This is an optimization exercise on Yosys and OpenROAD, whose aim is small area, a short achievable clock period and few clock cycles per item, not a production implementation. Only simulation tests tie the RTL to the original design; equivalence was not proved.

### flow/run.sh
#!/bin/bash
# synth_recipe.tcl (not shown) runs the flow's synth.tcl, then flattens the netlist and writes it again
# the make line also repeats each setting of config.mk as NAME=value (left out here)
make -C /OpenROAD-flow-scripts/flow DESIGN_CONFIG=/design/flow/config.mk WORK_HOME=/design/flow/orfs CLKGATE_MAP_FILE= SYNTH_SCRIPT=/design/flow/synth_recipe.tcl finish
### flow/config.mk
export PLATFORM = sky130hd
export DESIGN_NAME = depth_to_point_cloud
export DESIGN_NICKNAME = depth_to_point_cloud
export VERILOG_FILES = /design/flow/design.v
export SDC_FILE = /design/flow/constraint.sdc
export NUM_CORES = 4
export LEC_CHECK = 0
export CAP_MARGIN = 20
export CORE_MARGIN = 2
export CORE_UTILIZATION = 45
export PLACE_DENSITY = 0.6
export SLEW_MARGIN = 20
### flow/constraint.sdc
create_clock -name core_clock -period 9.0 [get_ports {clk}]
set_input_delay 1.8000 -clock core_clock [delete_from_list [all_inputs] [get_ports {clk}]]
set_output_delay 1.8000 -clock core_clock [all_outputs]
set_load 0.01 [all_outputs]
### flow/design.v
package d2pc_pkg;
  localparam int DEPTH_W  = 20;
  localparam int COLOR_W  = 8;
  localparam int COORD_W  = 28;
  localparam int FOCAL_W  = 24;
  localparam int SIZE_W   = 13;
  localparam int CFG_IDX_W = 3;
  localparam int CFG_DATA_W = 24;
  localparam int MAG_W    = 15;
  localparam int PROD_W   = DEPTH_W + MAG_W;
  localparam int SPLIT_W  = 18;
  localparam int LO_W     = SPLIT_W + FOCAL_W;
  localparam int HI_W     = PROD_W - SPLIT_W + FOCAL_W;
  localparam int FULL_W   = PROD_W + FOCAL_W;
  localparam int FRAC_SH  = 25;
  localparam int QUO_W    = FULL_W - FRAC_SH;
  localparam int DEFAULT_MAX_COLS = 4096;
  localparam int DEFAULT_MAX_ROWS = 4096;
  localparam int QDEPTH  = 4;
  localparam int QPTR_W  = 2;
  localparam int QCNT_W  = 3;
  localparam logic [SIZE_W-1:0]  RST_FRAME_COLS = SIZE_W'(640);
  localparam logic [SIZE_W-1:0]  RST_FRAME_ROWS = SIZE_W'(480);
  localparam logic [FOCAL_W-1:0] RST_INV_FOCAL  = FOCAL_W'(30268);
  localparam logic [DEPTH_W-1:0] RST_CUTOFF     = DEPTH_W'(6400);
  localparam logic [CFG_IDX_W-1:0] REG_FRAME_COLS   = 3'd0;
  localparam logic [CFG_IDX_W-1:0] REG_FRAME_ROWS   = 3'd1;
  localparam logic [CFG_IDX_W-1:0] REG_INV_FOCAL    = 3'd2;
  localparam logic [CFG_IDX_W-1:0] REG_CUTOFF_DEPTH = 3'd3;
  localparam logic [CFG_IDX_W-1:0] REG_COLOR_MODE   = 3'd4;
  localparam logic [1:0] COLOR_NONE = 2'd0;
  localparam logic [1:0] COLOR_MONO = 2'd1;
  localparam logic [1:0] COLOR_RGB  = 2'd2;
  localparam int REC_DENSE = 0;
  localparam int REC_END   = 1;
  localparam int REC_BLUE  = 2;
  localparam int REC_GREEN = REC_BLUE + COLOR_W;
  localparam int REC_RED   = REC_GREEN + COLOR_W;
  localparam int REC_YMAG  = REC_RED + COLOR_W;
  localparam int REC_YNEG  = REC_YMAG + MAG_W;
  localparam int REC_XMAG  = REC_YNEG + 1;
  localparam int REC_XNEG  = REC_XMAG + MAG_W;
  localparam int REC_VALID = REC_XNEG + 1;
  localparam int REC_DEPTH = REC_VALID + 1;
  localparam int REC_W     = REC_DEPTH + DEPTH_W;
endpackage
import d2pc_pkg::*;
module d2pc_front #(
  parameter int MAX_COLS = 4096,
  parameter int MAX_ROWS = 4096
) (
  input  logic                          clk,
  input  logic                          rst,
  input  logic [d2pc_pkg::SIZE_W-1:0]   cfg_frame_cols,
  input  logic [d2pc_pkg::SIZE_W-1:0]   cfg_frame_rows,
  input  logic [d2pc_pkg::DEPTH_W-1:0]  cfg_cutoff_depth,
  input  logic [1:0]                    cfg_color_mode,
  input  logic                          in_valid,
  output logic                          in_stall,
  input  logic [d2pc_pkg::DEPTH_W-1:0]  depth_value,
  input  logic [d2pc_pkg::COLOR_W-1:0]  red_or_grey,
  input  logic [d2pc_pkg::COLOR_W-1:0]  green_byte,
  input  logic [d2pc_pkg::COLOR_W-1:0]  blue_byte,
  input  logic                          q_full,
  output logic                          q_push,
  output logic [d2pc_pkg::REC_W-1:0]   q_rec
);
  localparam int CW = $clog2(MAX_COLS);
  localparam int RW = $clog2(MAX_ROWS);
  localparam int EW = MAG_W + 1;
  logic [CW-1:0] col_count;
  logic [RW-1:0] row_count;
  logic          dense_so_far;
  logic [EW-1:0] cols_eff;
  logic [EW-1:0] rows_eff;
  logic          row_last;
  logic          frame_last;
  logic          pix_valid;
  logic          dense;
  logic signed [EW:0] x_off;
  logic signed [EW:0] y_off;
  logic signed [EW:0] x_abs;
  logic signed [EW:0] y_abs;
  logic          accept;
  always_comb begin
    if (cfg_frame_cols == '0) begin
      cols_eff = EW'(1);
    end else if (EW'(cfg_frame_cols) > EW'(MAX_COLS)) begin
      cols_eff = EW'(MAX_COLS);
    end else begin
      cols_eff = EW'(cfg_frame_cols);
    end
    if (cfg_frame_rows == '0) begin
      rows_eff = EW'(1);
    end else if (EW'(cfg_frame_rows) > EW'(MAX_ROWS)) begin
      rows_eff = EW'(MAX_ROWS);
    end else begin
      rows_eff = EW'(cfg_frame_rows);
    end
  end
  assign row_last   = (EW'(col_count) + EW'(1)) >= cols_eff;
  assign frame_last = row_last && ((EW'(row_count) + EW'(1)) >= rows_eff);
  assign pix_valid  = depth_value > cfg_cutoff_depth;
  assign dense      = pix_valid & dense_so_far;
  assign x_off = $signed({1'b0, EW'({col_count, 1'b0})}) - $signed({1'b0, cols_eff - EW'(1)});
  assign y_off = $signed({1'b0, EW'({row_count, 1'b0})}) - $signed({1'b0, rows_eff - EW'(1)});
  assign x_abs = x_off[EW] ? -x_off : x_off;
  assign y_abs = y_off[EW] ? -y_off : y_off;
  assign accept   = in_valid & ~q_full;
  assign in_stall = q_full;
  assign q_push   = accept;
  always_comb begin
    q_rec[REC_DEPTH+:DEPTH_W] = depth_value;
    q_rec[REC_VALID] = pix_valid;
    q_rec[REC_XNEG] = x_off[EW];
    q_rec[REC_XMAG+:MAG_W] = x_abs[MAG_W-1:0];
    q_rec[REC_YNEG] = y_off[EW];
    q_rec[REC_YMAG+:MAG_W] = y_abs[MAG_W-1:0];
    q_rec[REC_END] = frame_last;
    q_rec[REC_DENSE] = frame_last & dense;
    case (cfg_color_mode)
      COLOR_MONO: begin
        q_rec[REC_RED+:COLOR_W]   = red_or_grey;
        q_rec[REC_GREEN+:COLOR_W] = red_or_grey;
        q_rec[REC_BLUE+:COLOR_W]  = red_or_grey;
      end
      COLOR_RGB: begin
        q_rec[REC_RED+:COLOR_W]   = red_or_grey;
        q_rec[REC_GREEN+:COLOR_W] = green_byte;
        q_rec[REC_BLUE+:COLOR_W]  = blue_byte;
      end
      default: begin
        q_rec[REC_RED+:COLOR_W]   = '0;
        q_rec[REC_GREEN+:COLOR_W] = '0;
        q_rec[REC_BLUE+:COLOR_W]  = '0;
      end
    endcase
  end
  always_ff @(posedge clk) begin
    if (rst) begin
      col_count    <= '0;
      row_count    <= '0;
      dense_so_far <= 1'b1;
    end else if (accept) begin
      if (frame_last) begin
        col_count    <= '0;
        row_count    <= '0;
        dense_so_far <= 1'b1;
      end else if (row_last) begin
        col_count    <= '0;
        row_count    <= row_count + RW'(1);
        dense_so_far <= dense;
      end else begin
        col_count    <= col_count + CW'(1);
        dense_so_far <= dense;
      end
    end
  end
endmodule
import d2pc_pkg::*;
module d2pc_queue (
  input  logic                 clk,
  input  logic                 rst,
  input  logic                 push,
  input  logic [d2pc_pkg::REC_W-1:0] push_rec,
  output logic                 full,
  input  logic                 pop,
  output logic                 not_empty,
  output logic [d2pc_pkg::REC_W-1:0] pop_rec
);
  logic [REC_W-1:0]  entries [0:QDEPTH-1];
  logic [QPTR_W-1:0] wr_ptr;
  logic [QPTR_W-1:0] rd_ptr;
  logic [QCNT_W-1:0] count;
  logic              do_push;
  logic              do_pop;
  assign full      = count == QCNT_W'(QDEPTH);
  assign not_empty = count != '0;
  assign do_push   = push & ~full;
  assign do_pop    = pop & not_empty;
  assign pop_rec   = entries[rd_ptr];
  always_ff @(posedge clk) begin
    if (do_push) begin
      entries[wr_ptr] <= push_rec;
    end
  end
  always_ff @(posedge clk) begin
    if (rst) begin
      wr_ptr <= '0;
      rd_ptr <= '0;
      count  <= '0;
    end else begin
      if (do_push) begin
        wr_ptr <= wr_ptr + QPTR_W'(1);
      end
      if (do_pop) begin
        rd_ptr <= rd_ptr + QPTR_W'(1);
      end
      if (do_push && !do_pop) begin
        count <= count + QCNT_W'(1);
      end else if (do_pop && !do_push) begin
        count <= count - QCNT_W'(1);
      end
    end
  end
endmodule
import d2pc_pkg::*;
module d2pc_back (
  input  logic                                clk,
  input  logic                                rst,
  input  logic [d2pc_pkg::FOCAL_W-1:0]        inv_focal,
  input  logic                                q_not_empty,
  input  logic [d2pc_pkg::REC_W-1:0]         q_rec,
  output logic                                q_pop,
  output logic                                out_valid,
  input  logic                                out_stall,
  output logic signed [d2pc_pkg::COORD_W-1:0] point_x,
  output logic signed [d2pc_pkg::COORD_W-1:0] point_y,
  output logic [d2pc_pkg::DEPTH_W-1:0]        point_z,
  output logic                                point_valid,
  output logic [d2pc_pkg::COLOR_W-1:0]        out_red,
  output logic [d2pc_pkg::COLOR_W-1:0]        out_green,
  output logic [d2pc_pkg::COLOR_W-1:0]        out_blue,
  output logic                                frame_end,
  output logic                                frame_dense
);
  localparam logic [QUO_W-1:0] SAT_MAG_POS = QUO_W'((64'd1 << (COORD_W - 1)) - 64'd1);
  localparam logic [QUO_W-1:0] SAT_MAG_NEG = QUO_W'(64'd1 << (COORD_W - 1));
  function automatic logic signed [COORD_W-1:0] round_sat(
    input logic [LO_W-1:0] lo,
    input logic [HI_W-1:0] hi,
    input logic            neg
  );
    logic [FULL_W-1:0]        sum;
    logic [QUO_W-1:0]         quo;
    logic signed [COORD_W-1:0] res;
    sum = FULL_W'(lo) + (FULL_W'(hi) << SPLIT_W) + (FULL_W'(1) << (FRAC_SH - 1));
    quo = sum[FULL_W-1:FRAC_SH];
    if (neg) begin
      if (quo > SAT_MAG_NEG) begin
        res = {1'b1, {(COORD_W-1){1'b0}}};
      end else begin
        res = -$signed(quo[COORD_W-1:0]);
      end
    end else begin
      if (quo > SAT_MAG_POS) begin
        res = {1'b0, {(COORD_W-1){1'b1}}};
      end else begin
        res = $signed(quo[COORD_W-1:0]);
      end
    end
    round_sat = res;
  endfunction
  logic              advance;
  logic              s1_valid;
  logic [REC_W-1:0]  s1_rec;
  logic [PROD_W-1:0] s1_px;
  logic [PROD_W-1:0] s1_py;
  logic              s2_valid;
  logic [REC_W-1:0]  s2_rec;
  logic [LO_W-1:0]   s2_x_lo;
  logic [HI_W-1:0]   s2_x_hi;
  logic [LO_W-1:0]   s2_y_lo;
  logic [HI_W-1:0]   s2_y_hi;
  logic signed [COORD_W-1:0] x_res;
  logic signed [COORD_W-1:0] y_res;
  assign advance = ~(out_valid & out_stall);
  assign q_pop   = advance & q_not_empty;
  assign x_res = round_sat(s2_x_lo, s2_x_hi, s2_rec[REC_XNEG]);
  assign y_res = round_sat(s2_y_lo, s2_y_hi, s2_rec[REC_YNEG]);
  always_ff @(posedge clk) begin
    if (rst) begin
      s1_valid  <= 1'b0;
      s2_valid  <= 1'b0;
      out_valid <= 1'b0;
    end else if (advance) begin
      s1_valid  <= q_not_empty;
      s2_valid  <= s1_valid;
      out_valid <= s2_valid;
    end
  end
  always_ff @(posedge clk) begin
    if (advance) begin
      s1_rec <= q_rec;
      s1_px  <= PROD_W'(q_rec[REC_DEPTH+:DEPTH_W]) * PROD_W'(q_rec[REC_XMAG+:MAG_W]);
      s1_py  <= PROD_W'(q_rec[REC_DEPTH+:DEPTH_W]) * PROD_W'(q_rec[REC_YMAG+:MAG_W]);
    end
  end
  always_ff @(posedge clk) begin
    if (advance) begin
      s2_rec  <= s1_rec;
      s2_x_lo <= LO_W'(s1_px[SPLIT_W-1:0]) * LO_W'(inv_focal);
      s2_x_hi <= HI_W'(s1_px[PROD_W-1:SPLIT_W]) * HI_W'(inv_focal);
      s2_y_lo <= LO_W'(s1_py[SPLIT_W-1:0]) * LO_W'(inv_focal);
      s2_y_hi <= HI_W'(s1_py[PROD_W-1:SPLIT_W]) * HI_W'(inv_focal);
    end
  end
  always_ff @(posedge clk) begin
    if (advance) begin
      point_x     <= s2_rec[REC_VALID] ? x_res : '0;
      point_y     <= s2_rec[REC_VALID] ? y_res : '0;
      point_z     <= s2_rec[REC_VALID] ? s2_rec[REC_DEPTH+:DEPTH_W] : '0;
      point_valid <= s2_rec[REC_VALID];
      out_red     <= s2_rec[REC_RED+:COLOR_W];
      out_green   <= s2_rec[REC_GREEN+:COLOR_W];
      out_blue    <= s2_rec[REC_BLUE+:COLOR_W];
      frame_end   <= s2_rec[REC_END];
      frame_dense <= s2_rec[REC_DENSE];
    end
  end
endmodule
import d2pc_pkg::*;
module depth_to_point_cloud #(
  parameter int MAX_COLS = d2pc_pkg::DEFAULT_MAX_COLS,
  parameter int MAX_ROWS = d2pc_pkg::DEFAULT_MAX_ROWS
) (
  input  logic                                clk,
  input  logic                                rst,
  input  logic                                in_valid,
  output logic                                in_stall,
  input  logic [d2pc_pkg::DEPTH_W-1:0]        depth_value,
  input  logic [d2pc_pkg::COLOR_W-1:0]        red_or_grey,
  input  logic [d2pc_pkg::COLOR_W-1:0]        green_byte,
  input  logic [d2pc_pkg::COLOR_W-1:0]        blue_byte,
  output logic                                out_valid,
  input  logic                                out_stall,
  output logic signed [d2pc_pkg::COORD_W-1:0] point_x,
  output logic signed [d2pc_pkg::COORD_W-1:0] point_y,
  output logic [d2pc_pkg::DEPTH_W-1:0]        point_z,
  output logic                                point_valid,
  output logic [d2pc_pkg::COLOR_W-1:0]        out_red,
  output logic [d2pc_pkg::COLOR_W-1:0]        out_green,
  output logic [d2pc_pkg::COLOR_W-1:0]        out_blue,
  output logic                                frame_end,
  output logic                                frame_dense,
  input  logic                                cfg_valid,
  output logic                                cfg_ready,
  input  logic [d2pc_pkg::CFG_IDX_W-1:0]      cfg_index,
  input  logic [d2pc_pkg::CFG_DATA_W-1:0]     cfg_data
);
  logic [SIZE_W-1:0]  cfg_frame_cols;
  logic [SIZE_W-1:0]  cfg_frame_rows;
  logic [FOCAL_W-1:0] cfg_inv_focal;
  logic [DEPTH_W-1:0] cfg_cutoff_depth;
  logic [1:0]         cfg_color_mode;
  logic       q_full;
  logic       q_push;
  logic [REC_W-1:0] q_in_rec;
  logic       q_pop;
  logic       q_not_empty;
  logic [REC_W-1:0] q_out_rec;
  assign cfg_ready = 1'b1;
  always_ff @(posedge clk) begin
    if (rst) begin
      cfg_frame_cols   <= RST_FRAME_COLS;
      cfg_frame_rows   <= RST_FRAME_ROWS;
      cfg_inv_focal    <= RST_INV_FOCAL;
      cfg_cutoff_depth <= RST_CUTOFF;
      cfg_color_mode   <= COLOR_NONE;
    end else if (cfg_valid && cfg_ready) begin
      case (cfg_index)
        REG_FRAME_COLS:   cfg_frame_cols   <= cfg_data[SIZE_W-1:0];
        REG_FRAME_ROWS:   cfg_frame_rows   <= cfg_data[SIZE_W-1:0];
        REG_INV_FOCAL:    cfg_inv_focal    <= cfg_data[FOCAL_W-1:0];
        REG_CUTOFF_DEPTH: cfg_cutoff_depth <= cfg_data[DEPTH_W-1:0];
        REG_COLOR_MODE:   cfg_color_mode   <= cfg_data[1:0];
        default: ;
      endcase
    end
  end
  d2pc_front #(
    .MAX_COLS (MAX_COLS),
    .MAX_ROWS (MAX_ROWS)
  ) u_front (
    .clk         (clk),
    .rst         (rst),
    .cfg_frame_cols   (cfg_frame_cols),
    .cfg_frame_rows   (cfg_frame_rows),
    .cfg_cutoff_depth (cfg_cutoff_depth),
    .cfg_color_mode   (cfg_color_mode),
    .in_valid    (in_valid),
    .in_stall    (in_stall),
    .depth_value (depth_value),
    .red_or_grey (red_or_grey),
    .green_byte  (green_byte),
    .blue_byte   (blue_byte),
    .q_full      (q_full),
    .q_push      (q_push),
    .q_rec       (q_in_rec)
  );
  d2pc_queue u_queue (
    .clk       (clk),
    .rst       (rst),
    .push      (q_push),
    .push_rec  (q_in_rec),
    .full      (q_full),
    .pop       (q_pop),
    .not_empty (q_not_empty),
    .pop_rec   (q_out_rec)
  );
  d2pc_back u_back (
    .clk         (clk),
    .rst         (rst),
    .inv_focal   (cfg_inv_focal),
    .q_not_empty (q_not_empty),
    .q_rec       (q_out_rec),
    .q_pop       (q_pop),
    .out_valid   (out_valid),
    .out_stall   (out_stall),
    .point_x     (point_x),
    .point_y     (point_y),
    .point_z     (point_z),
    .point_valid (point_valid),
    .out_red     (out_red),
    .out_green   (out_green),
    .out_blue    (out_blue),
    .frame_end   (frame_end),
    .frame_dense (frame_dense)
  );
endmodule
==> results.py <==
metrics = {
    "worst_hold_path": {
        "min_from": "u_back.s1_rec[60]",
        "whs_path_depth": 0,
        "hp-class": "reg -> reg",
        "hold_path_end": "u_back.s2_rec[60]",
    },
    "floorplan": {
        "die_x_um": 497,
        "rows": 180,
        "core_area_um2": 241000,
        "ioPinCount": 182,
        "dieArea_um2": 247000,
        "initial_core_util": 0.454,
        "die_y_um": 497,
    },
    "worst_setup_path": {
        "end_kind": "flop",
        "worst-r2r-cell-count": 22,
        "worstPathArrival_ps": 8870,
        "r2r-end": "u_back.s2_x_lo[41]",
        "critPathLaunchType": "flop",
        "crit_type": "reg -> reg",
        "worst_ep_required_time_ps": 9510,
        "r2r-start": "u_back.s1_px[10]",
        "crit_fanout": 24,
        "regToRegSetupSlack_ps": 640,
    },
    "final_layout": {
        "final_common_cell": "inv_1",
        "fill_cells": 22300,
        "mostFrequentLayoutCells": "inv_1 (2279), fa_1 (1823), nand2_1 (1737)",
        "area_growth_pct": 8.51,
        "drive_gt1_frac": 0.0509,
        "post-route-cell-area_um2": 119000,
        "fin_nets": 14000,
        "final_util": 0.492,
    },
    "synthesis": {
        "ys.flop_type": "edfxtp_1",
        "ys_seq_area_frac": 0.217,
        "syn_area_um2": 109000,
        "synth_edf_count": 717,
        "avgSynthCellArea_um2": 9.64,
        "syn-num-nets": 14100,
        "ys_ff_latch": 826,
        "synth_warnings": 4,
        "synth.distinct_cells": 119,
        "syn_inst": 11300,
        "ys_async_sr_fraction": 0,
    },
    "global_routing": {
        "antenna_found_initial": 13,
        "grt_pass1_wl_um": 477000,
        "track_usage": 0.246,
        "grt_max_degree": 132,
        "grt-ovfl-total": 0,
        "grt_pass1_vias": 83700,
    },
    "placement": {
        "dpl.hpwl_um": 230000,
        "gp_congestion": 0.929,
        "place_area_um2": 115000,
        "io_buffers": 180,
    },
    "route": {
        "drtIter0Drc": 5641,
        "vias": 78400,
        "route.detailed.drc": 0,
        "ant_nets": 0,
        "first_pass_iters": 6,
        "vias_per_cell": 5.38,
        "routed_wl_um": 301000,
        "post_drt_wl_per_cell_um": 20.7,
    },
    "timing": {
        "hold_viol": 0,
        "drv_slew": 0,
        "timing.fmax_mhz": 120,
        "tightest_slew_ps": 1200,
        "relSlewSlack": 0.203,
        "rsz0062_at_grt": "false",
        "skew_ps": 51.3,
        "setup_violations": 0,
        "fin_tns_setup_ps": 0,
        "min_period_ps": 8360,
        "fin_crit_sh": 0.928,
    },
    "clock_tree": {
        "cts_buffer_depth": 3,
        "numCtsBuffers": 99,
        "clock_latency_ps": 780,
        "cts_resized": 0,
        "clock-root-buffer": "clkbuf_16",
        "ctsHoldBuffers": 0,
        "postCtsSetupBuffers": 0,
        "cts_sinks": 826,
        "h-tree-depth": 3,
        "cts_tree": "built",
        "clkTransAtPathRegs_ps": 60,
    },
    "status": {
        "status": "finished clean",
    },
    "run": {
        "maxCapViolations": 0,
    },
}
## critical path: stages (launching register included)
cell and delay [ps]:
edfxtp_1 1130, nand2_1 180, fa_1 550, inv_1 50
fa_1 450, ha_1 310, fa_1 470, fa_1 500
inv_1 50, fa_1 490, inv_1 40, ha_1 170
or2_2 310, a211o_1 240, a21oi_1 430, nor4_1 130
a221o_1 390, o31ai_1 430, a21oi_1 270, a221oi_1 750
o21ai_0 260, o41ai_1 390, xnor2_1 110
## layout make-up
| class | count | area, um^2 | share of cell area |
|---|---|---|---|
| diodes | 8 | 20.0 | 0.000169 |
| clock inverters | 68 | 1070 | 0.00906 |
| repair buffers | 385 | 3630 | 0.0306 |
| flip-flops and latches | 826 | 23800 | 0.200 |
| multi-input cells | 7679 | 75000 | 0.632 |
| inverters | 2288 | 8590 | 0.0724 |
| well taps | 3185 | 3990 | 0.0336 |
| clock buffers | 118 | 2600 | 0.0219 |
## metal layers
metal  part of all wire  GRT usage  wire length [um]
met4              0.030     0.0701              9060
met5           0.000093          0                28
met3              0.070     0.0363             21200
met1               0.43      0.331            128000
met2               0.47      0.413            142000
## synthesized netlist by cell type, types with 42 or more instances
| library cell | instances | area share |
|---|---|---|
| nand2b_1 | 56 | 0.0032 |
| fa_1 | 1823 | 0.33 |
| mux2i_1 | 57 | 0.0052 |
| dfxtp_1 | 109 | 0.020 |
| ha_1 | 833 | 0.095 |
| nand2_1 | 1738 | 0.060 |
| nor2b_1 | 49 | 0.0028 |
| o21a_1 | 50 | 0.0034 |
| mux2_2 | 42 | 0.0043 |
| xnor2_1 | 201 | 0.016 |
| inv_1 | 2279 | 0.078 |
| xor2_1 | 96 | 0.0077 |
| a31oi_1 | 49 | 0.0028 |
| and2_1 | 749 | 0.043 |
| and3_1 | 62 | 0.0035 |
| clkbuf_1 | 497 | 0.017 |
| nor3_1 | 81 | 0.0037 |
| nor2_1 | 534 | 0.018 |
| o21ai_0 | 153 | 0.0070 |
| a21oi_1 | 301 | 0.014 |
| mux4_2 | 42 | 0.0087 |
| nand3_1 | 124 | 0.0057 |
| a21o_1 | 128 | 0.0088 |
| edfxtp_1 | 717 | 0.20 |
## sequential cells by signal, summed over array words and instances (netlist names), 35 cells and up, named ones only
| name | count |
|---|---|
| u_queue.entries | 316 |
| u_back.s1_rec | 49 |
| u_back.s2_rec | 49 |
| u_back.s2_x_hi | 41 |
| u_back.s2_y_hi | 41 |
| u_back.s1_px | 35 |
| u_back.s1_py | 35 |
## cells by family (layout without fill, tap and decap cells)
logic type / Yosys count / after routing / share of synthesized area
other cells: 1 / 9 / 0.0000343
buf+inv: 2838 / 2859 / 0.0978
fa+ha+maj: 2656 / 2656 / 0.429
xor+xnor: 302 / 302 / 0.0247
simple gates: 3577 / 3577 / 0.152
flops: 826 / 826 / 0.217
mux: 142 / 142 / 0.0183
compound gates: 1001 / 1001 / 0.0611
## stage by stage
stage               cells  setup slack, ps  hold WS (ps)
floorplan           11300              215           400
global placement    14300              770           400
detailed placement  14400              637           405
CTS                 14500              612           383
global route        14600              180           387
finish              14600              644           393
## worst max-delay path by stage
stage	endpoint	from	cells past startpoint	slack (ps)
5_1_grt	u_back.s2_y_hi[40]	cfg_inv_focal[14]	22	180
4_1_cts	u_back.s2_x_lo[41]	u_back.s1_px[9]	24	610
2_1_floorplan	u_queue.count[2]	out_stall	8	220
3_3_place_gp	u_back.s2_y_hi[40]	u_back.s1_py[20]	24	770
3_5_place_dp	u_back.s2_x_lo[41]	u_back.s1_px[9]	24	640
6_report	u_back.s2_x_lo[41]	u_back.s1_px[10]	22	640
Testbench counts, summed over its fixed seeds: cycles 24,608, items 24,576.

what the ideal ports hide:
The results above use ideal ports. As a check the final layout listed here was re-extracted and re-timed, cells and wires unchanged.
Step 1: set_driving_cell puts a clkbuf_16 on clk and a buf_2 on each other input, an assumption about the parent block.
Step 2 times the ports against the registers' clock, not the clock port: input delays grow and output delays shrink by t, the midpoint of the rising clock arrivals with the driver on.
a / b / c = ideal / step 1 / step 2; a / b = the first two.
shift t [ns]: 0.835
slack for setup (ns): 0.644 / 0.644 / 0.644
clock arrival spread, ns: 0.062 / 0.062
pins driven straight from the clock port: 1
After both steps setup and hold are still met in this run. The setup slack of this run moves by 0.000 ns with the drivers and by 0.000 ns with both steps.
